This design comes from an exercise in tuning for small area, a short achievable clock period and few clock cycles per item on the open sky130 flow, not from production work.
In this exercise RTL edits were held to simulation tests only and were not proved equivalent to the original.
Power figures rest on the tool's default switching activity, not on a simulated workload.

**flow/design.v**
```verilog
package lchd_pkg;
    localparam int KEY_W             = 32;
    localparam int COUNT_W           = 16;
    localparam int CAP_W             = 5;
    localparam int TOTAL_W           = 32;
    localparam int MAX_ENTRIES_DFLT  = 16;
    localparam logic [CAP_W-1:0]   CAP_RESET = CAP_W'(16);
    localparam logic [COUNT_W-1:0] COUNT_MAX = '1;
    localparam logic [TOTAL_W-1:0] TOTAL_MAX = '1;
    localparam int RES_BITS = 1 + TOTAL_W;
    localparam int RES_W    = ((RES_BITS + 7) / 8) * 8;
    typedef struct packed {
        logic [KEY_W-1:0]   key;
        logic [COUNT_W-1:0] count;
    } entry_t;
endpackage
module lfu_cache_hit_detector_core #(
    parameter int MAX_ENTRIES = lchd_pkg::MAX_ENTRIES_DFLT
) (
    input  logic                          clk,
    input  logic                          rst_n,
    input  logic                          cfg_we,
    input  logic [lchd_pkg::CAP_W-1:0]    cfg_wdata,
    input  logic                          s_axis_tvalid,
    output logic                          s_axis_tready,
    input  logic [lchd_pkg::KEY_W-1:0]    s_axis_tdata,
    output logic                          m_axis_tvalid,
    input  logic                          m_axis_tready,
    output logic [lchd_pkg::RES_W-1:0]    m_axis_tdata
);
    localparam int N     = MAX_ENTRIES;
    localparam int KW    = lchd_pkg::KEY_W;
    localparam int CW    = lchd_pkg::COUNT_W;
    localparam int TW    = lchd_pkg::TOTAL_W;
    localparam int CAPW  = lchd_pkg::CAP_W;
    localparam int IDX_W = (N > 1) ? $clog2(N) : 1;
    function automatic logic [IDX_W-1:0] lim_idx(input logic [CAPW-1:0] cap);
        if (cap == '0)
            lim_idx = '0;
        else if (cap > CAPW'(N))
            lim_idx = IDX_W'(N-1);
        else
            lim_idx = IDX_W'(cap - CAPW'(1));
    endfunction
    localparam logic [CW-1:0] CNT_ZERO = CW'(1);
    localparam logic [CW-1:0] CNT_LAST = CW'(2);
    function automatic logic [CW-1:0] lfsr_next(input logic [CW-1:0] c);
        lfsr_next = (c >> 1) ^ (c[0] ? 16'hB400 : 16'h0000);
    endfunction
    logic [KW-1:0]    kp_q  [0:N-1];    
    logic [IDX_W-1:0] ptr_q [0:N-1];    
    logic [CW-1:0]    cnt_q [0:N-1];
    logic [N-1:0]  v_q;
    logic [N-1:0]  eq_q;
    logic [N-1:0]  sat_q;               
    logic [CAPW-1:0] cap_q;
    logic          room_q;              
    logic          av_q;
    logic [KW-1:0] a_q;
    logic [N-1:0]  e_q;                 
    logic          ek_q;                
    logic          kv_q;
    logic [KW-1:0] k_q;
    logic [N-1:0]  meq_q;
    logic          hit_q;               
    logic          rdy_q;
    logic          hv_q, tv_q;
    logic          h_hit_q, t_hit_q;
    logic [TW-1:0] h_tot_q;
    logic upd, mv, s_hs, pop;
    assign upd   = kv_q & ~tv_q;
    assign mv    = av_q & (~kv_q | ~tv_q);
    assign s_axis_tready = rdy_q;
    assign s_hs  = s_axis_tvalid & rdy_q;
    assign pop   = hv_q & m_axis_tready;
    assign m_axis_tvalid = hv_q;
    assign m_axis_tdata  = lchd_pkg::RES_W'({h_tot_q, h_hit_q});
    logic [N-1:0] mh, gl, gr, go, stop, on, last, fh, ins, mins, missch;
    logic         hit, miss, room;
    always_comb
    begin
        for (int i = 0; i < N; i++)
        begin
            mh[i]   = upd & meq_q[i] & v_q[i] & ~sat_q[i];
        end
        for (int i = 0; i < N; i++)
        begin
            gl[i]   = (2*i+1 < N) ? (v_q[(2*i+1) % N] & eq_q[(2*i+1) % N]) : 1'b0;
            gr[i]   = (2*i+2 < N) ? (v_q[(2*i+2) % N] & eq_q[(2*i+2) % N] & ~gl[i]) : 1'b0;
            stop[i] = ~gl[i] & ~gr[i];
        end
        for (int i = 0; i < N; i++)
        begin
            go[i] = (i == 0) ? 1'b0 : (((i % 2) == 1) ? gl[(i-1)/2] : gr[(i-1)/2]);
        end
        for (int i = 0; i < N; i++)
        begin
            on[i] = mh[i];
            for (int d = 1; d <= IDX_W; d++)
            begin
                if (((i+1) >> d) >= 1)
                begin
                    logic r;
                    r = 1'b1;
                    for (int e = 0; e < d; e++)
                    begin
                        r = r & go[((i+1) >> e) - 1];
                    end
                    on[i] = on[i] | (mh[((i+1) >> d) - 1] & r);
                end
            end
            last[i] = on[i] & stop[i];
        end
        for (int i = 0; i < N; i++)
        begin
            fh[i] = ~v_q[i] & ((i == 0) ? 1'b1 : v_q[(i+N-1) % N]);
        end
        for (int i = N-1; i >= 0; i--)
        begin
            ins[i] = fh[i];
            if (2*i+1 < N) ins[i] = ins[i] | ins[(2*i+1) % N];
            if (2*i+2 < N) ins[i] = ins[i] | ins[(2*i+2) % N];
        end
        room = room_q;
        for (int i = 0; i < N; i++)
        begin
            mins[i] = (i == 0) ? 1'b1 : (room & ins[i]);
        end
        hit    = hit_q;
        miss   = upd & ~hit;
        missch = {N{miss}} & mins;
    end
    logic [CW-1:0]    inc [0:N-1];
    logic [N-1:0]     d1, z, wsel, wr;
    logic [IDX_W-1:0] ptr_n [0:N-1];
    logic [CW-1:0]    cnt_n [0:N-1];
    logic [IDX_W-1:0] hp, fidx, newp;
    logic [N-1:0]     v_n, eq_n, sat_n;
    logic [CAPW-1:0]  cap_n;
    logic             room_n;
    always_comb
    begin
        hp   = '0;
        fidx = '0;
        for (int i = 0; i < N; i++)
        begin
            inc[i] = lfsr_next(cnt_q[i]);
            z[i]   = (cnt_q[i] == CNT_ZERO) & ~sat_q[i];
            d1[i]  = (i == 0) ? 1'b0 : ((cnt_q[i] == inc[(i-1)/2])
                                       & (sat_q[i] == (cnt_q[(i-1)/2] == CNT_LAST)));
            hp     = hp | ({IDX_W{mh[i]}} & ptr_q[i]);
            fidx   = fidx | ({IDX_W{fh[i]}} & IDX_W'(i));
        end
        newp = room ? fidx : ptr_q[0];
        for (int i = 0; i < N; i++)
        begin
            ptr_n[i] = on[i] ? (gl[i] ? ptr_q[(2*i+1) % N] : (gr[i] ? ptr_q[(2*i+2) % N] : hp))
                     : (missch[i] ? ((i == 0) ? newp : ptr_q[(i-1)/2]) : ptr_q[i]);
            cnt_n[i] = last[i] ? inc[i] : (missch[i] ? ((i == 0) ? CNT_ZERO : cnt_q[(i-1)/2]) : cnt_q[i]);
            v_n[i]   = v_q[i] | (miss & room & fh[i]);
            sat_n[i] = last[i] ? (cnt_q[i] == CNT_LAST)
                     : (missch[i] ? ((i == 0) ? 1'b0 : sat_q[(i-1)/2]) : sat_q[i]);
            wsel[i]  = room ? fh[i] : (ptr_q[0] == IDX_W'(i));
            wr[i]    = miss & wsel[i];
        end
        cap_n  = cfg_we ? cfg_wdata : cap_q;
        room_n = ~v_n[lim_idx(cap_n)];
        eq_n[0] = 1'b0;
        for (int i = 1; i < N; i++)
        begin
            if (last[i])
                eq_n[i] = 1'b0;
            else if (last[(i-1)/2])
                eq_n[i] = d1[i];
            else if (missch[i])
                eq_n[i] = (i <= 2) ? z[0] : eq_q[(i-1)/2];
            else if (miss & mins[(i-1)/2])
                eq_n[i] = (i <= 2) ? z[i] : (eq_q[i] & eq_q[(i-1)/2]);
            else
                eq_n[i] = eq_q[i];
        end
    end
    logic [N-1:0] c0, e_n;
    logic         ck0, ca0, ek_n;
    always_comb
    begin
        for (int i = 0; i < N; i++)
        begin
            c0[i]  = (s_axis_tdata == kp_q[i]);
        end
        ck0 = (s_axis_tdata == k_q);
        ca0 = (s_axis_tdata == a_q);
        for (int i = 0; i < N; i++)
        begin
            e_n[i] = wr[i] ? ck0 : c0[i];
        end
        ek_n = mv ? ca0 : ck0;
    end
    logic [N-1:0] eqx, eqh, meq_n;
    logic         eqk, hit_n, hn_keep, hn_miss;
    always_comb
    begin
        eqx = e_q;
        eqk = ek_q;
        hn_keep = 1'b0;
        hn_miss = eqk;
        for (int i = 0; i < N; i++)
        begin
            eqh[i]  = eqx[ptr_q[i]];
            hn_keep = hn_keep | (eqx[i] & v_q[i]);
            hn_miss = hn_miss | (eqx[i] & v_q[i] & ~wsel[i]);
        end
        hit_n = miss ? hn_miss : hn_keep;
        for (int i = 0; i < N; i++)
        begin
            meq_n[i] = on[i] ? (gl[i] ? eqh[(2*i+1) % N] : (gr[i] ? eqh[(2*i+2) % N] : eqk))
                     : (missch[i] ? ((i == 0) ? eqk : eqh[(i-1)/2]) : eqh[i]);
        end
    end
    logic [TW-1:0] tot_inc;
    logic          add, load_head, av_n, kv_n, tv_n;
    assign tot_inc   = h_tot_q + TW'(1);
    assign add       = (tv_q ? t_hit_q : hit) & (h_tot_q != lchd_pkg::TOTAL_MAX);
    assign load_head = (upd & (~hv_q | pop)) | (pop & tv_q);
    assign av_n      = s_hs | (av_q & ~mv);
    assign kv_n      = mv | (kv_q & ~upd);
    assign tv_n      = pop ? 1'b0 : ((upd & hv_q) | tv_q);
    always_ff @(posedge clk)
    begin
        for (int i = 0; i < N; i++)
        begin
            if (wr[i])
                kp_q[i] <= k_q;
            ptr_q[i] <= ptr_n[i];
            cnt_q[i] <= cnt_n[i];
        end
        eq_q  <= eq_n;
        sat_q <= sat_n;
        if (s_hs)
        begin
            a_q   <= s_axis_tdata;
            e_q   <= e_n;
            ek_q  <= ek_n;
        end
        if (mv)
        begin
            k_q   <= a_q;
            meq_q <= meq_n;
            hit_q <= hit_n;
        end
        if (load_head)
        begin
            h_hit_q <= tv_q ? t_hit_q : hit;
        end
        if (upd & hv_q & ~pop)
        begin
            t_hit_q <= hit;
        end
    end
    always_ff @(posedge clk or negedge rst_n)
    begin
        if (!rst_n)
        begin
            v_q     <= '0;
            cap_q   <= lchd_pkg::CAP_RESET;
            room_q  <= 1'b1;
            h_tot_q <= '0;
            av_q    <= 1'b0;
            kv_q    <= 1'b0;
            hv_q    <= 1'b0;
            tv_q    <= 1'b0;
            rdy_q   <= 1'b1;
        end
        else
        begin
            v_q <= v_n;
            cap_q  <= cap_n;
            room_q <= room_n;
            if (load_head & add)
                h_tot_q <= tot_inc;
            av_q  <= av_n;
            kv_q  <= kv_n;
            tv_q  <= tv_n;
            rdy_q <= ~(av_n & kv_n & tv_n);
            if (load_head)
                hv_q <= 1'b1;
            else if (pop)
                hv_q <= 1'b0;
        end
    end
endmodule
```
**flow/run.sh**
```bash
#!/bin/bash
# synth_recipe.tcl (not shown) runs the flow's synth.tcl, then flattens the netlist and writes it again
# the make line also repeats each setting of config.mk as NAME=value (left out here)
make -C /OpenROAD-flow-scripts/flow DESIGN_CONFIG=/design/flow/config.mk WORK_HOME=/design/flow/orfs CLKGATE_MAP_FILE= SYNTH_SCRIPT=/design/flow/synth_recipe.tcl finish
```
**flow/config.mk**
```make
export PLATFORM = sky130hd
export DESIGN_NAME = lfu_cache_hit_detector_core
export DESIGN_NICKNAME = lfu_cache_hit_detector_core
export VERILOG_FILES = /design/flow/design.v
export SDC_FILE = /design/flow/constraint.sdc
export NUM_CORES = 4
export LEC_CHECK = 0
export CAP_MARGIN = 20
export CORE_MARGIN = 2
export CORE_UTILIZATION = 40
export SETUP_SLACK_MARGIN = 1.5
export SLEW_MARGIN = 20
```
**flow/constraint.sdc**
```tcl
create_clock -name core_clock -period 5.0 [get_ports {clk}]
set_input_delay 1.0000 -clock core_clock [delete_from_list [all_inputs] [get_ports {clk}]]
set_output_delay 1.0000 -clock core_clock [all_outputs]
set_load 0.01 [all_outputs]
```
==> results of run 1 <==
cells in the mapped netlist (16+ instances only):
| cell | instances | area, µm² |
|---|---|---|
| o21ai_0 | 56 | 280 |
| a21oi_1 | 45 | 225 |
| nand4_1 | 188 | 1180 |
| mux4_2 | 80 | 1800 |
| nand3b_1 | 18 | 135 |
| nand2_1 | 251 | 942 |
| buf_4 | 17 | 128 |
| o221ai_1 | 24 | 210 |
| clkbuf_1 | 238 | 893 |
| nor4b_1 | 16 | 140 |
| nor2_1 | 66 | 248 |
| nor2b_1 | 21 | 131 |
| nor3_1 | 28 | 140 |
| xor2_1 | 184 | 1610 |
| nand2b_1 | 25 | 156 |
| dfrtp_1 | 56 | 1400 |
| mux2_2 | 203 | 2290 |
| mux2_1 | 35 | 394 |
| or4_1 | 17 | 128 |
| and2_1 | 30 | 188 |
| mux2i_1 | 61 | 611 |
| o2111ai_1 | 21 | 184 |
| buf_1 | 31 | 116 |
| nor4_1 | 118 | 738 |
| inv_1 | 44 | 165 |
| nand3_1 | 87 | 435 |
| a21o_1 | 18 | 135 |
| edfxtp_1 | 948 | 28500 |
| xnor2_1 | 720 | 6310 |
| buf_2 | 27 | 135 |
logic make-up (layout without fill, tap and decap cells):
kind of cell    Yosys count  in the layout  synth area share, %
compound gates          290            290                 4.10
fa+ha+maj                 2              2               0.0481
xor+xnor                904            904                 15.2
buf+inv                 360            478                 2.80
other cells               1              9              0.00721
flops                  1022           1022                 58.2
mux                     379            379                 9.79
simple gates            930            930                 9.86
sequential cells by signal (all words and copies together), names as in the netlist, 32 cells and up:
name,count
a_q,32
h_tot_q,32
k_q,32
ptr_q,64
cnt_q,256
kp_q,512
per-layer routing:
layer  vias up  global-route usage [%]  share of wire [%]
met5         -                   0.363              0.047
met4         4                    6.98                2.7
met3       262                    4.01                8.4
met2      1576                    37.6                 46
met1     17300                    34.7                 43
li1      14500                       -                  -
how the worst max path moves through the flow:
stage / end / from / slack [ns]
final: ptr_q[3][0]$_DFFE_PP_ / kv_q$_DFF_PN0_ / 1.50
after global placement: room_q$_DFF_PN1_ / cfg_we / 0.88
after CTS: ptr_q[5][0]$_DFFE_PP_ / tv_q$_DFF_PN0_ / 1.52
after floorplan: room_q$_DFF_PN1_ / cfg_we / 1.54
after global routing: room_q$_DFF_PN1_ / cfg_we / 1.43
after detailed placement: room_q$_DFF_PN1_ / cfg_we / 0.87
worst register-to-register path, stage by stage, from the launching register on:
cell and delay [ns]:
dfrtp_1 0.46, buf_4 0.27, nor4bb_1 0.77, nand3_1 0.31
o2111ai_1 0.20, or4_1 0.61, inv_2 0.39, o221ai_1 0.29
area by class of cell:
class	count	area, µm²	share of cell area, %
well taps	1742	2180	3.71
diodes	2	5.00	0.00853
multi-input cells	2512	20500	35.0
flip-flops and latches	1022	30200	51.6
clock inverters	77	756	1.29
inverters	46	173	0.294
clock buffers	132	2950	5.03
repair buffers	223	1850	3.16
per-stage QoR:
step           area, µm²  instances  setup WS (ns)  hold WS (ns)  power (µW)
6_report           58700       5756           1.50         0.417       28200
5_1_grt            58700       5754           1.43         0.478       29100
4_1_cts            58600       5754           1.52         0.415       28100
3_5_place_dp       54900       5545          0.865         0.455       19800
3_3_place_gp       54900       5545          0.879         0.450       19700
2_1_floorplan      52000       3894           1.54         0.447       16700
power groups by stage:
| stage | sequential, µW | clock [µW] | combinational (µW) |
|---|---|---|---|
| finish | 13100 | 8360 | 6690 |
| detailed placement | 13200 | 0 | 6570 |
| CTS | 13000 | 8480 | 6610 |
| floorplan | 12000 | 0 | 4730 |
| global route | 13200 | 8810 | 7110 |
| global placement | 13200 | 0 | 6500 |
what timing repair did:
item / 4_1_cts / 5_1_grt
setup endpoints to repair: 38 / 88
resized for setup: 3 / 5
pin swaps: 0 / 1
==> impl_metrics.csv, run 1 <==
group,metric,value,unit
outcome,run_status,"finished clean",
sta,period_minus_slack,3.50,ns
cells_and_area,final_common_cell,"edfxtp_1",
synthesis,synth_area,0.0520,mm²
placement,dp_hpwl,107,mm
pwr,ir_drop,310,µV
sta,fin_skew,0.0614,ns
sta,tns,0,ns
cells_and_area,final_cell_mix,"edfxtp_1, xnor2_1, nand2_1, mux2_2, nand4_1",
global_route,grt_max_degree,60,
pwr,seq_power_share,46.6,%
worst_setup_path,ff2ff_path_depth,7,
synthesis,synth_edf_count,948,
floorplan,num_io_pins,84,
sta,rsz0062_at_grt,"yes",
clock_tree,cts_setup_buffers,0,
detailed_routing,drt_iter0_markers,4073,
synthesis,syn-instance-count,3888,
pwr,power.share.clock,29.7,%
worst_setup_path,rr_endpoint,"ptr_q[3][0]$_DFFE_PP_",
synthesis,ys_ff_latch,1022,
clock_tree,cts_made_buffers,110,
synthesis,synth-warning-count,7,
global_route,globalRouteOverflowTotal,0,
synthesis,synth_ff_type,"edfxtp_1",
job,maxCapViolCount,0,
synthesis,yosysSeqAreaShare,58.2,%
worst_setup_path,critPathMaxStageDelay,0.76,ns
worst_setup_path,path_cells,"buf_4 > nor4bb_1 > nand3_1 > o2111ai_1 > or4_1 > inv_2 > o221ai_1",
synthesis,synth-async-reset-ratio,5.77,%
worst_hold_path,hold_path_class,"input port to async pin",
clock_tree,cts_root_buffer,"clkbuf_16",
worst_setup_path,critPathLaunchType,"register",
cells_and_area,fillers,11400,
worst_setup_path,reg2reg_slack,1.50,ns
synthesis,ys_types,95,
worst_setup_path,rr_startpoint,"kv_q$_DFF_PN0_",
worst_setup_path,worst_ep_arrival_time,4.04,ns
clock_tree,hold_buffers,0,
pwr,switching_power,9620,µW
detailed_routing,vias,33700,
clock_tree,path_clk_slew,0.06,ns
clock_tree,clk_path_buf_depth,3,
synthesis,syn_avg_cell_area,13.4,µm²
floorplan,die_y,365,µm
placement,io_buffers,76,
detailed_routing,drc,0,
sta,fmax,0.286,GHz
worst_setup_path,critical_path.endpoint_type,"register",
worst_setup_path,required,5.55,ns
worst_setup_path,critPathKind,"register to register",
worst_setup_path,critPathBufInv,2,
floorplan,start_util,40.2,%
pwr,p_sw_share,34.1,%
detailed_routing,drt-vias-per-instance,5.85,
floorplan,fp.dieW,365,µm
global_route,grt_antenna_before_repair,3,
sta,worst_pin_slew,1.21,ns
floorplan,dieArea,0.133,mm²
global_route,grt.total_usage,24.1,%
global_route,grt_pass1_vias,32600,
worst_setup_path,cpMaxStageDelayCell,"nor4bb_1",
floorplan,rows,132,
floorplan,core,0.129,mm²
cells_and_area,fin_nets,3959,
worst_setup_path,cp.depth,7,
clock_tree,clkSinkCount,1022,
pwr,power_density,480,mW/mm²
pwr,p_int,18600,µW
clock_tree,clkLatencyLatePin,0.77,ns
detailed_routing,wl_per_cell,28.1,µm
detailed_routing,first_pass_iters,7,
pwr,combPwrFrac,23.8,%
cells_and_area,area_delta_synth_final,12.8,%
sta,period_share,70.0,%
global_route,grt_pass1_wl,234,mm
cells_and_area,drive_above_1_share,16.8,%
sta,hold_viol_final,0,
worst_setup_path,path_delay_family,"simple AND/OR/NAND/NOR gates",
detailed_routing,finalWirelength,162,mm
pwr,power.leakage,0.0189,µW
detailed_routing,drtAntennaViolNets,0,
sta,drv_slew,0,
worst_setup_path,crit_path_max_fanout,12,
placement,place_congestion,0.941,
clock_tree,htreeDepth,3,
sta,slew_headroom,19.0,%
cells_and_area,final_core_util,45.4,%
sta,setup_viol,0,
clock_tree,cts_tree,"done",
Testbench counts, summed over its fixed seeds: cycles 12,024, items 12,000.
==> run 2, diff against run 1 <==
==> flow/flow/run.sh (new file) <==
#!/bin/bash
# Standard ORFS flow, with plain buffers on the ports instead of the
# default pick (a delay buffer).
set -e
export BUFFER_PORTS_ARGS="-buffer_cell sky130_fd_sc_hd__buf_4"
bash standard.sh > standard.log 2>&1
==> flow/standard.sh (new file) <==
#!/bin/bash
# synth_recipe.tcl (not shown) runs the flow's synth.tcl, then flattens the netlist and writes it again
# the make line also repeats each setting of config.mk as NAME=value (left out here)
make -C /OpenROAD-flow-scripts/flow DESIGN_CONFIG=/design/flow/config.mk WORK_HOME=/design/flow/orfs CLKGATE_MAP_FILE= SYNTH_SCRIPT=/design/flow/synth_recipe.tcl "${@:-finish}"
removed: flow/run.sh
==> impl_metrics.csv, run 2 <==
group,metric,value,unit
outcome,run_status,"finished clean",
detailed_routing,wl_per_cell,28.8,µm
synthesis,synth_area,0.0520,mm²
cells_and_area,regMostFlops,"kp_q",
synthesis,synth_edf_count,948,
worst_setup_path,ff2ff_path_depth,8,
global_route,grt_pass1_wl,236,mm
floorplan,dieArea,0.133,mm²
placement,io_buffers,76,
clock_tree,cts_made_buffers,110,
global_route,grt_max_degree,60,
cells_and_area,fillers,11600,
worst_setup_path,worst_ep_arrival_time,3.77,ns
clock_tree,clk_path_buf_depth,3,
sta,fmax,0.298,GHz
pwr,power.leakage,0.0186,µW
worst_setup_path,critPathKind,"register to register",
synthesis,yosysSeqAreaShare,58.2,%
global_route,grt_pass1_vias,32600,
cells_and_area,fin_nets,3914,
placement,dp_hpwl,106,mm
detailed_routing,drc,0,
floorplan,start_util,40.2,%
cells_and_area,area_delta_synth_final,11.7,%
worst_setup_path,critPathMaxStageDelay,0.59,ns
placement,place_area,0.0544,mm²
clock_tree,cts_tree,"done",
detailed_routing,finalWirelength,164,mm
global_route,busiest_layer,"met2",
cells_and_area,multi_input_area,0.0205,mm²
detailed_routing,drt-vias-per-instance,5.89,
clock_tree,clkSinkCount,1022,
global_route,grt_antenna_before_repair,7,
synthesis,ys_types,95,
synthesis,synth_top_cell_area_share,54.7,%
synthesis,syn-instance-count,3888,
clock_tree,clkLatencyLatePin,0.77,ns
synthesis,synth-warning-count,7,
worst_setup_path,critical_path.endpoint_type,"register",
sta,hold_viol_final,0,
cells_and_area,drive_above_1_share,17.2,%
sta,setup_viol,0,
cells_and_area,largest_registers,"kp_q x512, cnt_q x256, ptr_q x64",
worst_setup_path,required,5.41,ns
worst_setup_path,cpMaxStageDelayCell,"dfrtp_2",
synthesis,synth_area_leader_cell,"edfxtp_1",
detailed_routing,first_pass_iters,6,
clock_tree,hold_buffers,0,
clock_tree,path_clk_slew,0.06,ns
sta,worst_pin_slew,1.16,ns
sta,slew_headroom,22.5,%
cells_and_area,register_area,0.0303,mm²
sta,period_share,67.2,%
synthesis,synth_ff_type,"edfxtp_1",
global_route,globalRouteOverflowTotal,0,
worst_setup_path,path_common_cell,"buf_4",
worst_setup_path,crit_path_max_fanout,24,
detailed_routing,vias,33600,
global_route,met1_usage,34.8,%
cells_and_area,largest_reg_flops,512,
floorplan,num_io_pins,84,
floorplan,core,0.129,mm²
pwr,ir_drop,342,µV
pwr,power_density,481,mW/mm²
detailed_routing,drt_iter0_markers,4268,
floorplan,rows,132,
sta,tns,0,ns
worst_hold_path,hold_path_class,"input port to async pin",
placement,place_congestion,0.962,
floorplan,fp.dieW,365,µm
synthesis,synth-async-reset-ratio,5.77,%
clock_tree,cts_root_buffer,"clkbuf_16",
synthesis,synth.cells.most_frequent,"edfxtp_1, xnor2_1, nand2_1",
cells_and_area,final_common_cell,"edfxtp_1",
cells_and_area,fin_area,0.0581,mm²
detailed_routing,drtAntennaViolNets,0,
sta,fin_skew,0.0507,ns
sta,rsz0062_at_grt,"no",
synthesis,synth_area_leaders,"edfxtp_1, xnor2_1, mux2_2",
global_route,grt_use_met2,37.9,%
clock_tree,htreeDepth,3,
global_route,grt.total_usage,24.5,%
job,maxCapViolCount,0,
global_route,use_met3,4.89,%
worst_setup_path,critPathLaunchType,"register",
synthesis,ys_ff_latch,1022,
sta,drv_slew,0,
cells_and_area,final_cell_mix,"edfxtp_1, xnor2_1, nand2_1, mux2_2, nand4_1",
pwr,power,27900,µW
synthesis,yosysMostFrequentCell,"edfxtp_1",
synthesis,syn_avg_cell_area,13.4,µm²
worst_setup_path,path_cells,"and4bb_2 > nand4_2 > a21oi_1 > nor2_1 > o21ai_2 > buf_4 > nand2b_1 > buf_4",
floorplan,die_y,365,µm
sta,period_minus_slack,3.36,ns
==> run 2: cell counts after synthesis <==
No cell type changed its count.
==> run 2: kinds of logic (layout without fill, tap and decap cells) <==
group / Yosys count / in the layout / share of synthesized area (%)
DFF: 1022 / 1022 / 58.2
and+or+nand+nor: 930 / 930 / 9.86
xor gates and xnor gates: 904 / 904 / 15.2
muxes: 379 / 379 / 9.79
buffers and inverters: 360 / 426 / 2.80
AOI/OAI and AO/OA: 290 / 290 / 4.10
adders and majority gates: 2 / 2 / 0.0481
other: 1 / 8 / 0.00721
==> run 2: timing repair <==
action                                  CTS  global route
endpoints found under the setup margin  160           161
buffers inserted                          0             0
gates resized for setup                   8             1
==> run 2: final timing paths <==
kind,end,startpoint,slack (ns)
max reg2reg,cnt_q[11][3]$_DFFE_PP_,tv_q$_DFF_PN0_,1.64
min reg2reg,k_q[24]$_DFFE_PP_,a_q[24]$_DFFE_PP_,0.43
max,cnt_q[11][3]$_DFFE_PP_,tv_q$_DFF_PN0_,1.64
min,h_tot_q[5]$_DFFE_PN0P_,rst_n,0.37
max in group asynchronous,tv_q$_DFF_PN0_,rst_n,4.05
min in group core_clock,k_q[24]$_DFFE_PP_,a_q[24]$_DFFE_PP_,0.43
==> run 2: stage by stage <==
step / setup slack (ns) / std cells / util, % / hold WS (ns)
floorplan: 1.54 / 3894 / - / 0.447
global placement: 1.30 / 5494 / 42.0 / 0.451
detailed placement: 1.17 / 5497 / 42.1 / 0.454
CTS: 1.52 / 5699 / 44.8 / 0.333
global route: 1.52 / 5702 / 44.9 / 0.408
finish: 1.64 / 5703 / 44.9 / 0.372
==> run 2: routing by layer <==
metal / routed length [µm] / share of wire [%]
met1: 69400 / 42
met2: 74600 / 45
met3: 15600 / 9.5
met4: 4850 / 3.0
met5: 0 / 0
==> run 2: critical path, delay by kind of cell, from the launching register on <==
family / cells / cell delay (ns)
AOI/OAI and AO/OA: 2 / 0.50
and+or+nand+nor: 4 / 1.27
buffers and inverters: 2 / 0.63
DFF: 1 / 0.59
==> run 2: power breakdown <==
group	switching (µW)	total [µW]	leakage (µW)	internal (µW)
registers	1940	13200	0.00949	11200
clock network	3550	8070	0.00170	4520
logic	4180	6710	0.00743	2530
==> run 2: final cells by class <==
cell class | instances | area share [%]
repair buffers | 178 | 2.47
inverters | 46 | 0.297
clock inverters | 52 | 0.981
well taps | 1742 | 3.75
flip-flops and latches | 1022 | 52.1
multi-input cells | 2512 | 35.3
clock buffers | 150 | 5.09
diodes | 1 | 0.00431
==> run 3, diff against run 2 <==
--- a/flow/design.v
+++ b/flow/design.v
@@ -61,15 +61,17 @@
     logic          ek_q;                
     logic          kv_q;
     logic [KW-1:0] k_q;
-    logic [N-1:0]  meq_q;
+    logic [N-1:0]  meq_q;               
     logic          hit_q;               
+    logic          miss_q;              
     logic          rdy_q;
-    logic          hv_q, tv_q;
-    logic          h_hit_q, t_hit_q;
+    logic          hv_q, q1v_q, q2v_q;
+    logic          h_hit_q, q1_hit_q, q2_hit_q;
     logic [TW-1:0] h_tot_q;
-    logic upd, mv, s_hs, pop;
-    assign upd   = kv_q & ~tv_q;
-    assign mv    = av_q & (~kv_q | ~tv_q);
+    logic upd, mv, s_hs, pop, full_n;
+    assign upd   = kv_q;
+    assign full_n = ~pop & (q2v_q | (q1v_q & kv_q));
+    assign mv    = av_q & ~full_n;
     assign s_axis_tready = rdy_q;
     assign s_hs  = s_axis_tvalid & rdy_q;
     assign pop   = hv_q & m_axis_tready;
@@ -81,7 +83,7 @@
     begin
         for (int i = 0; i < N; i++)
         begin
-            mh[i]   = upd & meq_q[i] & v_q[i] & ~sat_q[i];
+            mh[i]   = meq_q[i] & ~sat_q[i];
         end
         for (int i = 0; i < N; i++)
         begin
@@ -127,7 +129,7 @@
             mins[i] = (i == 0) ? 1'b1 : (room & ins[i]);
         end
         hit    = hit_q;
-        miss   = upd & ~hit;
+        miss   = miss_q;
         missch = {N{miss}} & mins;
     end
     logic [CW-1:0]    inc [0:N-1];
@@ -218,13 +220,35 @@
         end
     end
     logic [TW-1:0] tot_inc;
-    logic          add, load_head, av_n, kv_n, tv_n;
+    logic          add, load_head, h_hit_n, q1_hit_n, q2_hit_n;
+    logic          av_n, kv_n, hv_n, q1v_n, q2v_n;
+    always_comb
+    begin
+        if (pop)
+        begin
+            hv_n     = q1v_q | upd;
+            q1v_n    = q2v_q | (q1v_q & upd);
+            q2v_n    = q2v_q & upd;
+            h_hit_n  = q1v_q ? q1_hit_q : hit_q;
+            q1_hit_n = q2v_q ? q2_hit_q : hit_q;
+            q2_hit_n = hit_q;
+            load_head = q1v_q | upd;
+        end
+        else
+        begin
+            hv_n     = hv_q | upd;
+            q1v_n    = q1v_q | (hv_q & upd);
+            q2v_n    = q2v_q | (q1v_q & upd);
+            h_hit_n  = hit_q;
+            q1_hit_n = q1v_q ? q1_hit_q : hit_q;
+            q2_hit_n = q2v_q ? q2_hit_q : hit_q;
+            load_head = ~hv_q & upd;
+        end
+    end
     assign tot_inc   = h_tot_q + TW'(1);
-    assign add       = (tv_q ? t_hit_q : hit) & (h_tot_q != lchd_pkg::TOTAL_MAX);
-    assign load_head = (upd & (~hv_q | pop)) | (pop & tv_q);
+    assign add       = h_hit_n & (h_tot_q != lchd_pkg::TOTAL_MAX);
     assign av_n      = s_hs | (av_q & ~mv);
-    assign kv_n      = mv | (kv_q & ~upd);
-    assign tv_n      = pop ? 1'b0 : ((upd & hv_q) | tv_q);
+    assign kv_n      = mv;
     always_ff @(posedge clk)
     begin
         for (int i = 0; i < N; i++)
@@ -239,23 +263,18 @@
         if (s_hs)
         begin
             a_q   <= s_axis_tdata;
-            e_q   <= e_n;
             ek_q  <= ek_n;
         end
+        e_q <= s_hs ? e_n : ((wr & {N{ek_q}}) | (e_q & ~wr));
         if (mv)
         begin
             k_q   <= a_q;
-            meq_q <= meq_n;
             hit_q <= hit_n;
         end
         if (load_head)
-        begin
-            h_hit_q <= tv_q ? t_hit_q : hit;
-        end
-        if (upd & hv_q & ~pop)
-        begin
-            t_hit_q <= hit;
-        end
+            h_hit_q <= h_hit_n;
+        q1_hit_q <= q1_hit_n;
+        q2_hit_q <= q2_hit_n;
     end
     always_ff @(posedge clk or negedge rst_n)
     begin
@@ -268,7 +287,10 @@
             av_q    <= 1'b0;
             kv_q    <= 1'b0;
             hv_q    <= 1'b0;
-            tv_q    <= 1'b0;
+            q1v_q   <= 1'b0;
+            q2v_q   <= 1'b0;
+            meq_q   <= '0;
+            miss_q  <= 1'b0;
             rdy_q   <= 1'b1;
         end
         else
@@ -280,12 +302,12 @@
                 h_tot_q <= tot_inc;
             av_q  <= av_n;
             kv_q  <= kv_n;
-            tv_q  <= tv_n;
-            rdy_q <= ~(av_n & kv_n & tv_n);
-            if (load_head)
-                hv_q <= 1'b1;
-            else if (pop)
-                hv_q <= 1'b0;
+            hv_q  <= hv_n;
+            q1v_q <= q1v_n;
+            q2v_q <= q2v_n;
+            meq_q  <= mv ? (meq_n & v_n) : '0;
+            miss_q <= mv & ~hit_n;
+            rdy_q <= ~av_n | ~(q2v_n | (q1v_n & kv_n));
         end
     end
 endmodule
==> impl_metrics.csv, run 3 <==
group,metric,value,unit
outcome,run_status,"finished clean",
pwr,ir_drop,296,µV
cells_and_area,final_cell_mix,"edfxtp_1, xor2_1, xnor2_1, nand2_1, nor4_1",
synthesis,synth_area_leaders,"edfxtp_1, xor2_1, xnor2_1",
cells_and_area,antenna_cells,0,
sta,tns,0,ns
clock_tree,hold_buffers,0,
cells_and_area,largest_reg_flops,512,
synthesis,yosysSeqAreaShare,57.9,%
synthesis,synth_ff_type,"edfxtp_1",
floorplan,die_y,365,µm
detailed_routing,drt-vias-per-instance,5.92,
synthesis,synth-async-reset-ratio,7.51,%
global_route,grt_pass1_vias,33000,
clock_tree,cts_tree,"done",
sta,period_share,67.5,%
sta,hold_viol_final,0,
sta,holdWs,0.297,ns
sta,fmax,0.296,GHz
placement,place_congestion,0.962,
floorplan,start_util,40.3,%
clock_tree,cts_made_buffers,108,
global_route,grt_antenna_before_repair,7,
detailed_routing,wl_per_cell,27.8,µm
cells_and_area,fin_area,0.0579,mm²
detailed_routing,first_pass_iters,6,
detailed_routing,finalWirelength,165,mm
placement,pre_cts_ws,1.11,ns
synthesis,synth_top_cell_area_share,53.6,%
synthesis,synth-warning-count,7,
pwr,power_density,440,mW/mm²
synthesis,syn-instance-count,4142,
cells_and_area,fin_nets,4146,
detailed_routing,drc,0,
sta,period_minus_slack,3.38,ns
floorplan,fp.dieW,365,µm
worst_setup_path,critPathKind,"register to register",
floorplan,dieArea,0.133,mm²
sta,setup_viol,0,
detailed_routing,drt_iter0_markers,4756,
cells_and_area,final_common_cell,"edfxtp_1",
synthesis,syn_avg_cell_area,12.6,µm²
sta,drv_slew,0,
synthesis,ys_ff_latch,1025,
worst_setup_path,critPathLaunchType,"register",
clock_tree,clkLatencyLatePin,0.74,ns
placement,place_area,0.0544,mm²
clock_tree,clk_path_buf_depth,3,
worst_setup_path,crit_path_max_fanout,22,
sta,fin_skew,0.0400,ns
synthesis,ys_types,93,
global_route,grt_max_degree,45,
placement,dp_hpwl,101,mm
cells_and_area,largest_registers,"kp_q x512, cnt_q x256, ptr_q x64",
global_route,globalRouteOverflowTotal,0,
sta,worst_pin_slew,1.15,ns
floorplan,num_io_pins,84,
clock_tree,cts_root_buffer,"clkbuf_16",
synthesis,synth.cells.most_frequent,"edfxtp_1, xor2_1, xnor2_1",
cells_and_area,drive_above_1_share,13.6,%
placement,io_buffers,76,
clock_tree,path_clk_slew,0.06,ns
synthesis,synth_area_leader_cell,"edfxtp_1",
cells_and_area,regMostFlops,"kp_q",
sta,worst_slack,1.62,ns
synthesis,synth_edf_count,931,
global_route,grt_pass1_wl,236,mm
cells_and_area,area_delta_synth_final,10.8,%
floorplan,rows,132,
clock_tree,cts_setup_buffers,0,
worst_setup_path,required,5.55,ns
detailed_routing,drtAntennaViolNets,0,
pwr,power.leakage,0.0199,µW
worst_setup_path,critical_path.endpoint_type,"register",
job,maxCapViolCount,0,
synthesis,yosysMostFrequentCell,"edfxtp_1",
worst_hold_path,hold_path_class,"input port to async pin",
clock_tree,htreeDepth,3,
synthesis,synth_area,0.0522,mm²
clock_tree,clkSinkCount,1025,
sta,slew_headroom,23.1,%
detailed_routing,vias,35200,
global_route,grt.total_usage,24.3,%
sta,rsz0062_at_grt,"yes",
floorplan,core,0.129,mm²
worst_setup_path,worst_ep_arrival_time,3.93,ns
run 3: final timing paths:
kind,depth (start not counted),slack (ns),start,endpoint
worst max-delay path,7,1.62,v_q[3]$_DFF_PN0_,meq_q[15]$_DFF_PN0_
worst min-delay path,1,0.30,rst_n,h_tot_q[30]$_DFFE_PN0P_
worst max register to register,7,1.62,v_q[3]$_DFF_PN0_,meq_q[15]$_DFF_PN0_
worst min register to register,0,0.46,a_q[22]$_DFFE_PP_,k_q[22]$_DFFE_PP_
max in group asynchronous,2,3.66,rst_n,meq_q[4]$_DFF_PN0_
min in group core_clock,0,0.46,a_q[22]$_DFFE_PP_,k_q[22]$_DFFE_PP_
run 3: area by class of cell:
cell class                 count  area (µm²)
clock buffer                 150        3000
clock inverter                51         453
fill                       11800       71600
inverter                      91         342
multi-input combinational   2715       20400
sequential                  1025       30200
tap                         1742        2180
timing repair buffer         161        1220
run 3: cell families (layout without fill, tap and decap cells):
family,count (synthesis),after routing,synth area share (%)
other,1,7,0.00718
buffers and inverters,408,453,3.18
adders and majority gates,2,2,0.0479
muxes,253,253,6.99
DFF,1025,1025,57.9
and+or+nand+nor,1129,1129,11.3
AOI/OAI and AO/OA,421,421,5.45
xor gates and xnor gates,903,903,15.2
run 3: worst max-delay path, cell delays in order (launching register included):
cell	delay (ns)
dfrtp_1	0.56
and2_1	0.43
o21ai_0	0.25
a21oi_1	0.53
o21bai_1	0.31
and2_1	0.27
buf_4	0.24
a2111oi_0	0.60
run 3: power by group:
| group | internal, µW | switching (µW) |
|---|---|---|
| registers | 10700 | 1290 |
| logic | 1840 | 3620 |
| clock network | 4540 | 3450 |
run 3: routing by layer:
layer	part of all wire, %	vias to the layer above	global-route usage [%]	routed length, µm
li1	-	15100	-	-
met1	43	17900	35.7	71600
met2	44	1825	36.4	73200
met3	9.1	346	4.16	15000
met4	3.0	2	7.77	4960
met5	0.0073	-	0	12
run 3: what timing repair did:
action,CTS,global route
hold endpoints to repair,0,0
gates resized for setup,4,7
setup endpoints to repair,92,126
run 3: stage by stage:
stage | cells | utilization (%) | total power [µW]
floorplan | 4148 | - | 14900
global placement | 5733 | 42.0 | 17400
detailed placement | 5734 | 42.0 | 17400
CTS | 5935 | 44.7 | 25400
global route | 5935 | 44.7 | 26200
finish | 5935 | 44.7 | 25500
Testbench counts of run 3, summed over its fixed seeds: cycles 12,024, items 12,000.
==> run 4, diff against run 3 <==
--- a/flow/config.mk
+++ b/flow/config.mk
@@ -8,5 +8,5 @@
 export CAP_MARGIN = 20
 export CORE_MARGIN = 2
 export CORE_UTILIZATION = 40
-export SETUP_SLACK_MARGIN = 1.5
+export SETUP_SLACK_MARGIN = 2.0
 export SLEW_MARGIN = 20
==> impl_metrics.csv, run 4 <==
group,metric,value,unit
cells_and_area,largest_reg_flops,512,
worst_setup_path,rr_endpoint,"hit_q$_DFFE_PP_",
global_route,grt_pass1_vias,33500,
synthesis,synthAdderAreaFrac,0.0479,%
synthesis,yosysSeqAreaShare,57.9,%
clock_tree,clkLatencyLatePin,0.75,ns
sta,setup_viol,0,
sta,worst_pin_slew,1.10,ns
worst_setup_path,critPathMaxStageDelay,0.72,ns
global_route,grt.total_usage,24.2,%
synthesis,syn-instance-count,4142,
worst_setup_path,rr_startpoint,"ptr_q[0][2]$_DFFE_PP_",
worst_setup_path,reg2reg_slack,2.01,ns
detailed_routing,finalWirelength,164,mm
pwr,ir_drop,317,µV
clock_tree,clk_path_buf_depth,3,
placement,io_buffers,76,
floorplan,start_util,40.3,%
synthesis,yosysMostFrequentCell,"edfxtp_1",
detailed_routing,dr.max_layer_used,"met5",
global_route,grt_pass1_wl,236,mm
worst_setup_path,critPathLaunchType,"register",
clock_tree,cts_made_buffers,106,
floorplan,core,0.129,mm²
synthesis,synthXorXnorAreaFrac,15.2,%
cells_and_area,final_cell_mix,"edfxtp_1, xor2_1, xnor2_1, nand2_1, nor4_1",
sta,hold_viol_final,0,
synthesis,synth_top_cell_area_share,53.6,%
worst_setup_path,crit_path_max_fanout,10,
pwr,power,25300,µW
synthesis,synth_area,0.0522,mm²
detailed_routing,met1_length,69.6,mm
clock_tree,cts_tree,"done",
outcome,run_status,"finished clean",
worst_setup_path,critPathKind,"register to register",
clock_tree,path_clk_slew,0.06,ns
cells_and_area,regMostFlops,"kp_q",
clock_tree,cts_root_buffer,"clkbuf_16",
detailed_routing,drtAntennaViolNets,0,
detailed_routing,met3_length,15.0,mm
floorplan,rows,132,
sta,rsz0062_at_grt,"no",
synthesis,synth-async-reset-ratio,7.51,%
cells_and_area,fin_nets,4166,
pwr,power_density,435,mW/mm²
floorplan,die_y,365,µm
worst_setup_path,required,5.46,ns
global_route,globalRouteOverflowTotal,0,
floorplan,num_io_pins,84,
pwr,p_int,17000,µW
clock_tree,htreeDepth,3,
synthesis,synth-warning-count,7,
pwr,combPwrFrac,21.3,%
detailed_routing,drt_iter0_markers,4492,
detailed_routing,first_pass_iters,9,
sta,period_minus_slack,2.99,ns
pwr,switching_power,8270,µW
cells_and_area,final_common_cell,"edfxtp_1",
synthesis,synth_area_leaders,"edfxtp_1, xor2_1, xnor2_1",
worst_setup_path,cpMaxStageDelayCell,"edfxtp_1",
clock_tree,clkSinkCount,1025,
synthesis,synth_compound_area_share,5.45,%
detailed_routing,drc,0,
sta,slew_headroom,26.4,%
placement,dp_hpwl,102,mm
synthesis,synth_edf_count,931,
sta,period_share,59.7,%
detailed_routing,vias,35200,
sta,fmax,0.335,GHz
worst_setup_path,critical_path.endpoint_type,"register",
floorplan,fp.dieW,365,µm
worst_setup_path,worstSetupEndpoint,"hit_q$_DFFE_PP_",
pwr,power.share.clock,31.0,%
synthesis,synth_ff_type,"edfxtp_1",
pwr,seq_power_share,47.7,%
synthesis,muxShareOfSynthArea,6.99,%
cells_and_area,area_delta_synth_final,11.2,%
global_route,grt_max_degree,43,
global_route,grt_antenna_before_repair,5,
synthesis,syn_avg_cell_area,12.6,µm²
synthesis,ys_ff_latch,1025,
sta,fin_skew,0.0379,ns
worst_hold_path,hold_path_class,"input port to async pin",
detailed_routing,wl_per_cell,27.5,µm
synthesis,synth-simple-area-share,11.3,%
sta,holdWs,0.244,ns
pwr,p_sw_share,32.7,%
pwr,power.leakage,0.0199,µW
placement,place_congestion,0.957,
detailed_routing,drt-vias-per-instance,5.91,
synthesis,synth_area_leader_cell,"edfxtp_1",
sta,tns,0,ns
cells_and_area,drive_above_1_share,14.3,%
synthesis,ys_types,93,
worst_setup_path,ff2ff_path_depth,6,
synthesis,synth.cells.most_frequent,"edfxtp_1, xor2_1, xnor2_1",
cells_and_area,largest_registers,"kp_q x512, cnt_q x256, ptr_q x64",
clock_tree,hold_buffers,0,
detailed_routing,wl_met2,73.9,mm
sta,drv_slew,0,
worst_setup_path,path_cells,"nor3b_4 > o2111ai_1 > a2111oi_2 > nand4_1 > or4_4 > a21o_1",
worst_setup_path,cp-startpoint,"ptr_q[0][2]$_DFFE_PP_",
worst_setup_path,worst_ep_arrival_time,3.45,ns
job,maxCapViolCount,0,
floorplan,dieArea,0.133,mm²
synthesis,synth_top_family_by_area,"XOR/XNOR gates",
-- run 4: cell counts after synthesis --
Identical to the previous run, type by type.
-- run 4: through the flow --
stage | worst slack (ns) | std cells | instance area (µm²) | utilization (%)
3_3_place_gp | 1.37 | 5730 | 54300 | 42.0
4_1_cts | 2.00 | 5922 | 57800 | 44.6
6_report | 2.01 | 5948 | 58000 | 44.8
3_5_place_dp | 1.43 | 5730 | 54300 | 42.0
2_1_floorplan | 1.89 | 4148 | 52300 | -
5_1_grt | 2.00 | 5947 | 58000 | 44.8
-- run 4: worst max-delay path, delay by kind of cell, from the launching register on --
family,cells,cell delay [ns]
flip-flops,1,0.72
AO/OA/AOI/OAI,3,0.88
AND/OR/NAND/NOR,3,1.13
-- run 4: cell type report --
class	instances	area (µm²)
fillers	11800	71400
flip-flops and latches	1025	30200
multi-input cells	2717	20600
clock buffers	148	2900
well taps	1742	2180
repair buffers	181	1360
clock inverters	43	467
inverters	91	352
diodes	1	2.50
-- run 4: metal layers --
metal / GRT usage, % / vias up
met3: 4.22 / 344
li1: - / 15200
met2: 37.1 / 1837
met4: 8.00 / 4
met1: 34.8 / 17800
met5: 0 / -
-- run 4: power groups by stage --
stage / sequential (µW) / clock [µW] / combinational [µW]
after detailed placement: 12200 / 0 / 5190
after global routing: 12100 / 8280 / 5690
after floorplan: 11400 / 0 / 3490
after CTS: 12000 / 7950 / 5220
after global placement: 12200 / 0 / 5120
final: 12100 / 7840 / 5380
-- run 4: timing repair --
| action | CTS | global route |
|---|---|---|
| endpoints found under the setup margin | 320 | 195 |
| gates cloned | 1 | 1 |
| resized for setup | 22 | 12 |
| pin swaps | 0 | 2 |
| buffers inserted | 0 | 24 |
-- run 4: worst min path at each step --
stage / startpoint / to / slack [ns] / depth (start not counted)
after floorplan: a_q[0]$_DFFE_PP_ / k_q[0]$_DFFE_PP_ / 0.45 / 0
after global placement: a_q[19]$_DFFE_PP_ / k_q[19]$_DFFE_PP_ / 0.45 / 0
after detailed placement: a_q[18]$_DFFE_PP_ / k_q[18]$_DFFE_PP_ / 0.45 / 0
after CTS: rst_n / v_q[8]$_DFF_PN0_ / 0.22 / 1
after global routing: rst_n / h_tot_q[29]$_DFFE_PN0P_ / 0.27 / 1
final: rst_n / h_tot_q[29]$_DFFE_PN0P_ / 0.24 / 1
-- run 4: logic make-up (layout without fill, tap and decap cells) --
group	count (synthesis)	count (layout)
compound gates	421	421
other cells	1	8
simple gates	1129	1131
flops	1025	1025
fa+ha+maj	2	2
mux	253	253
buf+inv	408	463
xor+xnor	903	903
==> run 5, diff against run 4 <==
--- a/flow/config.mk
+++ b/flow/config.mk
@@ -8,5 +8,5 @@
 export CAP_MARGIN = 20
 export CORE_MARGIN = 2
 export CORE_UTILIZATION = 40
-export SETUP_SLACK_MARGIN = 2.0
+export SETUP_SLACK_MARGIN = 3.2
 export SLEW_MARGIN = 20
==> impl_metrics.csv, run 5 <==
group,metric,value,unit
outcome,run_status,"finished clean",
pwr,power_density,416,mW/mm²
worst_setup_path,critPathBufInv,5,
clock_tree,clk_path_buf_depth,3,
global_route,globalRouteOverflowTotal,0,
sta,tns,0,ns
worst_setup_path,crit_path_max_fanout,4,
cells_and_area,final_common_cell,"edfxtp_1",
synthesis,yosysMostFrequentCell,"edfxtp_1",
placement,io_buffers,76,
worst_setup_path,critPathLaunchType,"register",
synthesis,yosysSeqAreaShare,57.9,%
detailed_routing,first_pass_iters,12,
sta,fmax,0.396,GHz
cells_and_area,drive_above_1_share,40.4,%
placement,pre_cts_ws,1.42,ns
detailed_routing,wl_per_cell,28.7,µm
job,maxCapViolCount,0,
global_route,grt_pass1_vias,39500,
sta,slew_headroom,48.1,%
sta,worst_pin_slew,0.779,ns
global_route,grt_max_degree,51,
cells_and_area,multi_input_area,0.0253,mm²
clock_tree,htreeDepth,3,
sta,setup_viol,0,
global_route,grt_antenna_before_repair,7,
pwr,power.leakage,0.0265,µW
clock_tree,cts_tree,"done",
sta,rsz0062_at_grt,"yes",
worst_setup_path,worst_ep_arrival_time,2.95,ns
pwr,ir_drop,396,µV
synthesis,synth_area_leader_cell,"edfxtp_1",
detailed_routing,drc,0,
cells_and_area,register_area,0.0303,mm²
synthesis,synth_area_leaders,"edfxtp_1, xor2_1, xnor2_1",
worst_setup_path,path_delay_family,"compound AO/OA/AOI/OAI gates",
worst_setup_path,critical_path.endpoint_type,"register",
synthesis,synth_top_cell_area_share,53.6,%
floorplan,die_y,365,µm
floorplan,core,0.129,mm²
worst_setup_path,critPathMaxStageDelay,0.42,ns
worst_setup_path,required,5.43,ns
global_route,grt_pass1_wl,273,mm
synthesis,synth.cells.most_frequent,"edfxtp_1, xor2_1, xnor2_1",
cells_and_area,fin_area,0.0728,mm²
worst_setup_path,cpMaxStageDelayCell,"edfxtp_1",
clock_tree,cts_made_buffers,112,
cells_and_area,largest_registers,"kp_q x512, cnt_q x256, ptr_q x64",
placement,place_area,0.0555,mm²
placement,place_congestion,0.974,
clock_tree,cts_root_buffer,"clkbuf_16",
placement,dp_hpwl,100,mm
sta,hold_viol_final,0,
clock_tree,clkSinkCount,1025,
worst_hold_path,hold_path_class,"input port to async pin",
sta,worst_slack,2.48,ns
worst_setup_path,critPathKind,"register to register",
synthesis,syn_avg_cell_area,12.6,µm²
synthesis,synth-async-reset-ratio,7.51,%
clock_tree,hold_buffers,0,
cells_and_area,largest_reg_flops,512,
synthesis,synth-warning-count,7,
sta,drv_slew,0,
synthesis,ys_ff_latch,1025,
pwr,power,30300,µW
cells_and_area,fillers,10100,
sta,period_share,50.4,%
floorplan,fp.dieW,365,µm
synthesis,ys_types,93,
synthesis,synth_area,0.0522,mm²
synthesis,syn-instance-count,4142,
worst_setup_path,path_cells,"nand2b_4 > buf_6 > buf_12 > buf_12 > o2111ai_4 > nor4_4 > buf_6 > inv_4 > a222oi_1 > a21oi_1",
floorplan,rows,132,
cells_and_area,final_core_util,56.2,%
detailed_routing,finalWirelength,195,mm
worst_setup_path,reg2reg_slack,2.48,ns
detailed_routing,drt-vias-per-instance,6.03,
synthesis,synth_edf_count,931,
detailed_routing,vias,41100,
floorplan,dieArea,0.133,mm²
cells_and_area,regMostFlops,"kp_q",
detailed_routing,drt_iter0_markers,5495,
detailed_routing,drtAntennaViolNets,0,
synthesis,synth_ff_type,"edfxtp_1",
clock_tree,clkLatencyLatePin,0.76,ns
floorplan,start_util,40.3,%
sta,period_minus_slack,2.52,ns
global_route,grt.total_usage,28.1,%
cells_and_area,final_cell_mix,"edfxtp_1, xor2_1, buf_4, xnor2_1, buf_6",
cells_and_area,area_delta_synth_final,39.5,%
clock_tree,path_clk_slew,0.06,ns
floorplan,num_io_pins,84,
cells_and_area,fin_nets,5013,
sta,fin_skew,0.0696,ns
-- run 5: metrics by stage --
stage / hold WS, ns / instances
finish: 0.317 / 6812
global route: 0.324 / 6810
CTS: 0.287 / 6644
global placement: 0.451 / 5704
detailed placement: 0.455 / 5704
floorplan: 0.447 / 4148
-- run 5: report_power, final --
part           internal, µW  switching [µW]
sequential            10700             908
clock                  4810            3650
combinational          4440            5770
total                 20000           10300
-- run 5: layout make-up --
type                            count  area share [%]
Inverter                           91           0.613
Clock buffer                      152            4.24
Tap cell                         1742            2.99
Antenna cell                        3          0.0103
Multi-Input combinational cell   2776            34.7
Clock inverter                     60           0.857
Sequential cell                  1025            41.6
Timing Repair inverter             18           0.196
Timing Repair Buffer              945            14.8
-- run 5: metal layers --
layer	GRT usage [%]	vias to the layer above	wire length, µm
met5	0	-	0
met4	12.0	0	11300
met3	6.13	796	21100
met2	44.2	2724	88600
met1	37.4	20600	74300
li1	-	17000	-
-- run 5: final timing paths --
| check | startpoint | endpoint | cells past startpoint |
|---|---|---|---|
| max | sat_q[0]$_SDFFCE_PN0P_ | ptr_q[6][3]$_DFFE_PP_ | 10 |
| min reg2reg | a_q[28]$_DFFE_PP_ | k_q[28]$_DFFE_PP_ | 0 |
| max in group asynchronous | rst_n | meq_q[13]$_DFF_PN0_ | 2 |
| max reg2reg | sat_q[0]$_SDFFCE_PN0P_ | ptr_q[6][3]$_DFFE_PP_ | 10 |
| min in group core_clock | a_q[28]$_DFFE_PP_ | k_q[28]$_DFFE_PP_ | 0 |
| min | rst_n | h_tot_q[16]$_DFFE_PN0P_ | 1 |
-- run 5: logic make-up (layout without fill, tap and decap cells) --
group,Yosys count,after routing,synth area share [%]
buffers and inverters,408,1266,3.18
XOR/XNOR,903,903,15.2
AO/OA/AOI/OAI,421,439,5.45
flip-flops,1025,1025,57.9
adder cells (fa/ha/maj),2,2,0.0479
other,1,10,0.00718
multiplexers,253,253,6.99
AND/OR/NAND/NOR,1129,1172,11.3
-- run 5: repair_timing --
action,4_1_cts,5_1_grt
pin swaps,182,210
setup buffers,618,157
resized for setup,821,465
cloned,110,8
endpoints found under the hold margin,0,0
setup endpoints to repair,1383,1316
==> run 6, diff against run 5 <==
--- a/flow/config.mk
+++ b/flow/config.mk
@@ -8,5 +8,5 @@
 export CAP_MARGIN = 20
 export CORE_MARGIN = 2
 export CORE_UTILIZATION = 40
-export SETUP_SLACK_MARGIN = 3.2
+export SETUP_SLACK_MARGIN = 2.8
 export SLEW_MARGIN = 20
==> impl_metrics.csv, run 6 <==
group,metric,value,unit
detailed_routing,wl_per_cell,28.2,µm
sta,period_minus_slack,2.60,ns
placement,dp_hpwl,102,mm
floorplan,num_io_pins,84,
synthesis,syn-instance-count,4142,
sta,period_share,52.0,%
detailed_routing,finalWirelength,183,mm
detailed_routing,drc,0,
cells_and_area,multi_input_area,0.0227,mm²
cells_and_area,largest_reg_flops,512,
cells_and_area,largest_registers,"kp_q x512, cnt_q x256, ptr_q x64",
pwr,power.leakage,0.0235,µW
synthesis,synth-warning-count,7,
synthesis,yosysMostFrequentCell,"edfxtp_1",
pwr,power_density,428,mW/mm²
global_route,globalRouteOverflowTotal,0,
synthesis,synth_edf_count,931,
sta,worst_pin_slew,1.11,ns
sta,slew_headroom,25.9,%
sta,hold_viol_final,0,
worst_setup_path,crit_path_max_fanout,3,
worst_setup_path,rr_endpoint,"ptr_q[1][2]$_DFFE_PP_",
detailed_routing,vias,39100,
worst_setup_path,path_cells,"nand3b_1 > nand4_1 > nor4_4 > buf_4 > inv_1 > a222oi_1 > a21oi_1",
worst_setup_path,required,5.47,ns
floorplan,core,0.129,mm²
sta,tns,0,ns
clock_tree,clk_path_buf_depth,3,
clock_tree,cts_root_buffer,"clkbuf_16",
placement,place_area,0.0545,mm²
worst_setup_path,cpMaxStageDelayCell,"edfxtp_1",
sta,rsz0062_at_grt,"yes",
global_route,grt_antenna_before_repair,8,
global_route,grt_pass1_wl,254,mm
detailed_routing,drt_iter0_markers,5371,
cells_and_area,fin_area,0.0658,mm²
sta,fmax,0.385,GHz
detailed_routing,first_pass_iters,8,
cells_and_area,fillers,11100,
synthesis,synth_area_leaders,"edfxtp_1, xor2_1, xnor2_1",
floorplan,start_util,40.3,%
cells_and_area,area_delta_synth_final,26.1,%
cells_and_area,fin_nets,4696,
clock_tree,clkSinkCount,1025,
worst_setup_path,worst_ep_arrival_time,3.07,ns
worst_setup_path,critPathKind,"register to register",
clock_tree,cts_tree,"done",
synthesis,ys_types,93,
clock_tree,htreeDepth,3,
global_route,grt.total_usage,26.1,%
synthesis,synth_top_cell_area_share,53.6,%
clock_tree,clkLatencyLatePin,0.75,ns
synthesis,synth_area_leader_cell,"edfxtp_1",
worst_setup_path,critPathMaxStageDelay,0.48,ns
synthesis,synth_ff_type,"edfxtp_1",
global_route,grt_max_degree,45,
synthesis,synth.cells.most_frequent,"edfxtp_1, xor2_1, xnor2_1",
placement,io_buffers,76,
clock_tree,path_clk_slew,0.06,ns
floorplan,die_y,365,µm
cells_and_area,final_common_cell,"edfxtp_1",
worst_setup_path,critical_path.endpoint_type,"register",
worst_setup_path,path_delay_family,"simple AND/OR/NAND/NOR gates",
worst_setup_path,critPathLaunchType,"register",
cells_and_area,drive_above_1_share,29.7,%
worst_setup_path,reg2reg_slack,2.40,ns
synthesis,synth_area,0.0522,mm²
worst_setup_path,rr_startpoint,"sat_q[11]$_DFFE_PP_",
clock_tree,hold_buffers,0,
job,maxCapViolCount,0,
placement,place_congestion,0.960,
sta,drv_slew,0,
synthesis,ys_ff_latch,1025,
sta,fin_skew,0.0526,ns
floorplan,fp.dieW,365,µm
clock_tree,cts_made_buffers,109,
pwr,ir_drop,314,µV
synthesis,syn_avg_cell_area,12.6,µm²
cells_and_area,regMostFlops,"kp_q",
synthesis,yosysSeqAreaShare,57.9,%
worst_setup_path,ff2ff_path_depth,7,
worst_setup_path,critPathBufInv,2,
global_route,grt_pass1_vias,35900,
outcome,run_status,"finished clean",
synthesis,synth-async-reset-ratio,7.51,%
cells_and_area,final_cell_mix,"edfxtp_1, xor2_1, buf_4, xnor2_1, nand2_1",
floorplan,rows,132,
worst_hold_path,hold_path_class,"input port to async pin",
detailed_routing,drt-vias-per-instance,6.02,
floorplan,dieArea,0.133,mm²
sta,setup_viol,0,
detailed_routing,drtAntennaViolNets,0,
cells_and_area,register_area,0.0303,mm²
## run 6: cell count changes in the layout (fill, tap and decap cells not counted), moves of 42 or more
cell,change
buf_12,-78
buf_6,-163
a21oi_2,-46
nand2_1,+119
nand2_4,-42
a21oi_1,+51
nand2_2,-62
## run 6: cell type report
type / count / area share [%]
clock buffers: 138 / 4.47
flip-flops and latches: 1025 / 46.0
clock inverters: 70 / 1.06
repair inverters: 12 / 0.137
multi-input cells: 2751 / 34.5
inverters: 91 / 0.616
diodes: 4 / 0.0152
well taps: 1742 / 3.31
repair buffers: 662 / 9.90
## run 6: logic make-up (layout without fill, tap and decap cells)
family	count (synthesis)	in the layout	synth area share [%]
buffers and inverters	408	973	3.18
other	1	11	0.00718
XOR/XNOR	903	903	15.2
multiplexers	253	253	6.99
adder cells (fa/ha/maj)	2	2	0.0479
flip-flops	1025	1025	57.9
AND/OR/NAND/NOR	1129	1154	11.3
AO/OA/AOI/OAI	421	432	5.45
## run 6: layer usage
metal,routed length (µm),track usage [%],up-vias
met1,74300,37.3,19600
met4,7490,10.1,4
li1,-,-,16300
met3,20000,5.17,511
met5,27,0,-
met2,81300,39.2,2594
## run 6: timing repair
| action | CTS | global route |
|---|---|---|
| pin swaps | 59 | 118 |
| setup buffers | 293 | 214 |
| endpoints found under the setup margin | 1268 | 803 |
| gates cloned | 30 | 33 |
| gates resized for setup | 299 | 375 |
| hold endpoints to repair | 0 | 0 |
## run 6: how the worst max path moves through the flow
stage,startpoint,cells past startpoint,to
floorplan,cfg_we,9,room_q$_DFF_PN1_
CTS,rdy_q$_DFF_PN1_,1,s_axis_tready
finish,sat_q[11]$_DFFE_PP_,7,ptr_q[1][2]$_DFFE_PP_
global route,cfg_we,9,room_q$_DFF_PN1_
global placement,cfg_we,9,room_q$_DFF_PN1_
detailed placement,cfg_we,9,room_q$_DFF_PN1_
## run 6: power by group
| group | switching (µW) | internal (µW) |
|---|---|---|
| Clock | 3640 | 4710 |
| Sequential | 934 | 10700 |
| Combinational | 4840 | 3320 |
| Total | 9400 | 18700 |
## run 6: per-stage QoR
step	utilization (%)	setup WS, ns	hold slack [ns]	std cells	power (µW)
floorplan	-	1.89	0.447	4148	15000
global placement	42.1	1.39	0.450	5713	17400
detailed placement	42.1	1.42	0.454	5713	17500
CTS	48.0	2.56	0.215	6244	26800
global route	50.8	2.42	0.258	6492	28800
finish	50.9	2.40	0.240	6495	28200
==> run 7, diff against run 6 <==
--- a/flow/config.mk
+++ b/flow/config.mk
@@ -8,5 +8,7 @@
 export CAP_MARGIN = 20
 export CORE_MARGIN = 2
 export CORE_UTILIZATION = 40
-export SETUP_SLACK_MARGIN = 2.8
+export CTS_CLUSTER_DIAMETER = 80
+export CTS_CLUSTER_SIZE = 20
+export SETUP_SLACK_MARGIN = 2.4
 export SLEW_MARGIN = 20
==> impl_metrics.csv, run 7 <==
group,metric,value,unit
worst_setup_path,crit_path_max_fanout,19,
synthesis,syn-instance-count,4142,
floorplan,dieArea,0.133,mm²
floorplan,die_y,365,µm
clock_tree,clk_path_buf_depth,3,
global_route,grt_antenna_before_repair,7,
worst_setup_path,critPathKind,"input port to register",
clock_tree,cts_tree,"done",
pwr,power.leakage,0.0199,µW
floorplan,rows,132,
detailed_routing,finalWirelength,169,mm
detailed_routing,first_pass_iters,6,
clock_tree,htreeDepth,2,
synthesis,synth-warning-count,7,
sta,rsz0062_at_grt,"yes",
sta,period_share,52.2,%
synthesis,synth_area,0.0522,mm²
cells_and_area,final_common_cell,"edfxtp_1",
pwr,switching_power,8160,µW
synthesis,yosysMostFrequentCell,"edfxtp_1",
sta,fmax,0.383,GHz
worst_setup_path,required,5.55,ns
worst_hold_path,hold_path_class,"input port to async pin",
cells_and_area,regMostFlops,"kp_q",
clock_tree,cts_root_buffer,"clkbuf_16",
cells_and_area,fin_nets,4232,
pwr,power.share.clock,23.2,%
clock_tree,hold_buffers,0,
detailed_routing,drtAntennaViolNets,0,
synthesis,synth-async-reset-ratio,7.51,%
floorplan,core,0.129,mm²
pwr,p_int,15300,µW
pwr,seq_power_share,50.5,%
pwr,power,23400,µW
cells_and_area,fillers,11800,
clock_tree,cts_made_buffers,61,
floorplan,start_util,40.3,%
synthesis,synth_edf_count,931,
synthesis,synth.cells.most_frequent,"edfxtp_1, xor2_1, xnor2_1",
job,maxCapViolCount,0,
global_route,grt_pass1_wl,243,mm
synthesis,synth_top_cell_area_share,53.6,%
cells_and_area,largest_registers,"kp_q x512, cnt_q x256, ptr_q x64",
pwr,ir_drop,341,µV
sta,tns,0,ns
synthesis,yosysSeqAreaShare,57.9,%
detailed_routing,vias,35400,
clock_tree,path_clk_slew,0.09,ns
placement,io_buffers,76,
sta,drv_slew,0,
cells_and_area,final_cell_mix,"edfxtp_1, xor2_1, xnor2_1, nand2_1, buf_4",
cells_and_area,antenna_cells,0,
cells_and_area,area_delta_synth_final,11.0,%
placement,place_congestion,0.972,
cells_and_area,largest_reg_flops,512,
outcome,run_status,"finished clean",
global_route,globalRouteOverflowTotal,0,
sta,fin_skew,0.0461,ns
global_route,grt_pass1_vias,33600,
synthesis,synth_ff_type,"edfxtp_1",
clock_tree,clkLatencyLatePin,0.75,ns
pwr,p_sw_share,34.8,%
synthesis,ys_ff_latch,1025,
detailed_routing,wl_per_cell,28.3,µm
sta,slew_headroom,27.6,%
worst_setup_path,critPathLaunchType,"input port",
synthesis,ys_types,93,
worst_setup_path,critical_path.endpoint_type,"register",
global_route,grt_max_degree,57,
synthesis,syn_avg_cell_area,12.6,µm²
pwr,power_density,405,mW/mm²
cells_and_area,drive_above_1_share,16.3,%
detailed_routing,drt-vias-per-instance,5.93,
floorplan,fp.dieW,365,µm
synthesis,synth_area_leader_cell,"edfxtp_1",
sta,period_minus_slack,2.61,ns
detailed_routing,drc,0,
sta,hold_viol_final,0,
sta,holdWs,0.327,ns
sta,setup_viol,0,
pwr,combPwrFrac,26.2,%
floorplan,num_io_pins,84,
placement,dp_hpwl,105,mm
worst_setup_path,worst_ep_arrival_time,3.16,ns
sta,worst_pin_slew,1.08,ns
clock_tree,clkSinkCount,1025,
synthesis,synth_area_leaders,"edfxtp_1, xor2_1, xnor2_1",
global_route,grt.total_usage,24.9,%
detailed_routing,drt_iter0_markers,4416,
[run 7: layout make-up]
cell class	count	area [µm²]	share of cell area [%]
inverter	91	354	0.611
multi-input combinational	2721	20900	36.1
tap	1742	2180	3.76
sequential	1025	30200	52.2
timing repair buffer	287	2370	4.10
timing repair inverter	1	7.51	0.0130
clock buffer	95	1690	2.91
clock inverter	11	181	0.313
[run 7: critical path, stage by stage]
cell	delay, ns
buf_4	0.44
xnor2_1	0.18
nand4_1	0.13
nor4_1	0.92
and3_1	0.26
a21oi_1	0.04
o22ai_1	0.15
[run 7: logic make-up (layout without fill, tap and decap cells)]
family | count (synthesis) | after routing | synth area share (%)
multiplexers | 253 | 253 | 6.99
AO/OA/AOI/OAI | 421 | 423 | 5.45
flip-flops | 1025 | 1025 | 57.9
AND/OR/NAND/NOR | 1129 | 1133 | 11.3
buffers and inverters | 408 | 485 | 3.18
XOR/XNOR | 903 | 903 | 15.2
adder cells (fa/ha/maj) | 2 | 2 | 0.0479
other | 1 | 7 | 0.00718
[run 7: power by group through the flow]
| stage | clock, µW | combinational [µW] | sequential [µW] |
|---|---|---|---|
| final | 5440 | 6150 | 11800 |
| after global routing | 5790 | 6450 | 11900 |
| after CTS | 5530 | 5840 | 11800 |
| after detailed placement | 0 | 5270 | 12200 |
| after global placement | 0 | 5220 | 12200 |
| after floorplan | 0 | 3490 | 11400 |
[run 7: path summary, 6_finish.rpt]
| path | cells past startpoint | slack, ns | startpoint | endpoint |
|---|---|---|---|---|
| hold / removal | 1 | 0.33 | rst_n | q1v_q$_DFF_PN0_ |
| hold reg to reg | 0 | 0.45 | a_q[12]$_DFFE_PP_ | k_q[12]$_DFFE_PP_ |
| max in group asynchronous | 2 | 3.69 | rst_n | v_q[8]$_DFF_PN0_ |
| min in group core_clock | 0 | 0.45 | a_q[12]$_DFFE_PP_ | k_q[12]$_DFFE_PP_ |
| setup / recovery | 7 | 2.39 | s_axis_tdata[17] | register |
| setup reg to reg | 7 | 2.43 | meq_q[14]$_DFF_PN0_ | ptr_q[1][2]$_DFFE_PP_ |
[run 7: metrics by stage]
stage | cell area (µm²) | std cells | utilization, % | setup slack (ns)
global placement | 54400 | 5733 | 42.0 | 1.36
floorplan | 52300 | 4148 | - | 1.89
global route | 57900 | 5973 | 44.7 | 2.35
detailed placement | 54400 | 5733 | 42.0 | 1.41
CTS | 57500 | 5940 | 44.4 | 2.38
finish | 57900 | 5973 | 44.7 | 2.39
[run 7: layer usage]
layer  vias up  part of all wire, %  track usage (%)
met4         2                  3.0             6.96
met1     18000                   43             36.6
met2      1850                   44             37.5
met5         -               0.0077                0
met3       315                  9.5             4.56
li1      15300                    -                -
[run 7: repair_timing]
action	in CTS	in global routing
pin swaps	11	14
gates resized for setup	67	44
gates cloned	7	0
buffers inserted	94	33
setup endpoints to repair	781	531

Check on run 7: ideal ports give 2.392 ns setup slack; a clkbuf_16 on the clock port and buf_2 on the inputs give 2.420 ns; moving port delays by the midpoint clock arrival (0.789 ns) as well gives 1.639 ns.
